What follows belongs to an exercise in optimizing a design on an open flow for small area, a short achievable clock period and few clock cycles per item; a production flow would make more cautious choices.
In this exercise RTL edits were held to simulation tests only and were not proved equivalent to the original.

## run a
Design instr_exec_seq, start of the top module:
module instr_exec_seq
#(
  parameter int DIV_EN = 1
) (
  input  logic         clk,
  input  logic         reset_n,
  input  logic         start,
  input  instr_register_pkg::address_t     start_addr,
  input  logic [5:0]   count,
  output instr_register_pkg::address_t     read_pointer,
  input  instr_register_pkg::instruction_t instruction_word,
  output logic         busy,
  output logic         done,
  output logic         res_valid,
  input  logic         res_ready,
  output instr_register_pkg::address_t     res_addr,
  output instr_register_pkg::opcode_t      res_opcode,
  output instr_register_pkg::result_t      res_value,
  output logic         res_err
);
Size in the first run: ~2200 cells after synthesis, about 230 I/O pins.
export LEC_CHECK = 0
export ABC_AREA = 1
export CAP_MARGIN = 20
export CORE_MARGIN = 2
export CORE_UTILIZATION = 50
export PLACE_DENSITY = 0.65
export SLEW_MARGIN = 20
create_clock -name core_clock -period 240.0 [get_ports {clk}]
standard.sh (not shown) runs the stock make flow with config.mk's settings and CLKGATE_MAP_FILE= SYNTH_SCRIPT=/design/flow/synth_recipe.tcl, a recipe that flattens the netlist after the stock synthesis.
==> flow/flow/run.sh <==
#!/bin/bash
set -euo pipefail
bash standard.sh "BUFFER_PORTS_ARGS=-buffer_cell sky130_fd_sc_hd__buf_1" finish > flow_make.log 2>&1
Run a has completed all stages; timing, DRC and antenna checks passed.
Testbench counts of run a, summed over its fixed seeds: cycles 17,563, items 6,353.
Relative to run a, the following input files were edited for run b:
- a deleted ABC_AREA that had been 1
### Flow results
Run b finished end to end and its layout was clean on timing, DRC and antenna.
In the tables for run b and run a, number of cells after detailed placement reads higher with run a.
Run b reports a higher share of cell area taken by multi-input logic gates than run a does.
Between run b and run a, the ratio of final minimum period to clock period does not differ in any meaningful way.
Number of clock buffers inserted by TritonCTS delta (run a -> run b): insignificant
On setup slack at placement, run a beats run b.
Re final hold violation count: no difference whatsoever between run a and run b.
Relative to run a, average routed wire per standard cell has increased by about 8% in run b.
On run b: sequential share of layout area is 0.49 points lower than what run a gave.
Measured against run b, the synthesized netlist cell count of run a comes out at 1.11 times the reference value.
Comparing the two runs side by side, run b comes out behind run a on maximum frequency from static timing analysis.

========
## build 65
Another version of the RTL of instr_exec_seq (not shown whole).
Size: about 2,200 cells after synthesis, ~170 flip-flops, roughly 230 I/O pins, roughly 0.016 mm² of cells after synthesis.
Settings: LEC_CHECK=0, ABC_AREA=1, CAP_MARGIN=20, CORE_MARGIN=2, CORE_UTILIZATION=50, PLACE_DENSITY=0.65, SLEW_MARGIN=20; clock period 240.0 ns.
Scripts as last shown in full above: flow/flow/run.sh
Testbench counts of build 65, summed over its fixed seeds: cycles 17,563, items 6,353.
[inputs] build 93 vs build 65
Settings: PLACE_DENSITY now 0.8, was 0.65.
Findings:
Build 93 completed every stage of the flow, and the final layout passed the timing, DRC and antenna checks.
From build 65 to build 93, netlist area before placement did not move at all.
Startpoint of the most critical setup path = res_ready: build 93; startpoint of the most critical setup path = w[36]$_DFFE_PP_: build 65
Initial DRC count was lower in the run labelled build 65.
| final area | build 93 vs build 65 | ≈ equal |
Global-route track usage on met2 (higher): build 65
Compared with build 65, the router placed more vias in build 93.
Relative to build 93, the following input files were edited for build 36:
Settings: CTS_CLUSTER_DIAMETER now 200, previously not set; CTS_CLUSTER_SIZE now 40, previously not set; PLACE_DENSITY now 0.65, was 0.8.
==> comparison <==
Diff build 36..build 93 | cell area | negligible
Diff build 93 -> build 36: share of post-route cells with drive strength above 1 ~0 delta, layout clock buffer count +2.
Setup changes, build 36 to build 47
Settings: a deleted CTS_CLUSTER_SIZE that had been 40; a deleted CTS_CLUSTER_DIAMETER that had been 200; a deleted ABC_AREA that had been 1.
Looking at most frequent standard cell in the layout excluding fill and tap cells, the buf_1 result is from build 47; the nand2_1 one comes from build 36. Build 36 → build 47: half-perimeter wire length of the detailed placement result went down about 2%; cell area saw an increase. Taking build 47 as 1.0, build 36 lands at 0.850 on area of the multi-input gates. Endpoint arrival time on the critical path in build 47 vs build 36: down 0.04 ns. Insertion delay of the later-clocked pin in the worst-skew pair | build 47 below build 36. From build 36 to build 47 the numbers moved as follows: post-placement cell area now sits higher; wire length saw an increase; number of clock buffer instances in the layout dropped 3.
[inputs] build 31 vs build 47
Settings: PLACE_DENSITY: 0.65 -> 0.55; ABC_AREA: unset -> 1.
### Flow results
- On multi-input gate share of total cell area: build 31 sits below build 47.
- Leading cell type in the layout, fill and taps excluded: buf_1 -> build 47, nand2_1 -> build 31
- [compare] base=build 47 new=build 31: mean cell area of the mapped netlist now sits lower, sequential cell area now sits at about the same level.
- | post-route core utilization | build 31 vs build 47 | 0.58 points higher |
- Area after detailed placement (build 31 over build 47): decrease, 5.4%
- Area after synthesis improves in build 31 relative to build 47.
- Per the comparison of build 31 with build 47, routed length per placed instance fell 4.5 µm; proportion of layout cells with a drive suffix above 1 shrank by 1.9 points.

[port drivers added, routing unchanged]
No port has a modelled driver above. Below, the same layouts with a new extraction and two added sets of constraints.
Step 1 (the two cells are an assumption about what drives the block):
set clk [get_ports {clk}]
set_driving_cell -lib_cell sky130_fd_sc_hd__clkbuf_16 $clk
set_driving_cell -lib_cell sky130_fd_sc_hd__buf_2 [delete_from_list [all_inputs] $clk]
Step 2, shift: input delay + t, output delay - t, t = (earliest + latest rising clock arrival at the registers) / 2. This alone moves slack from input paths to output paths.
Three values: ideal, step 1, step 2; two values: the first two.
run | t (ns) | setup WS [ns] | cell pins on the clock port's net
run a | 0.518 | 190.578 / 190.521 / 190.326 | 1
run b | 0.520 | 190.417 / 190.360 / 190.049 | 1
build 65 | 0.527 | 190.493 / 190.442 / 190.285 | 1
build 93 | 0.516 | 190.425 / 190.454 / 189.938 | 1
build 36 | 0.527 | 190.493 / 190.442 / 190.285 | 1
build 47 | 0.508 | 190.533 / 190.478 / 190.318 | 1
build 31 | 0.526 | 190.473 / 190.414 / 190.428 | 1
After both steps every run listed still meets setup and hold. The setup slack of build 93, which loses most, moves by +0.029 ns with the drivers and by -0.487 ns with both steps.
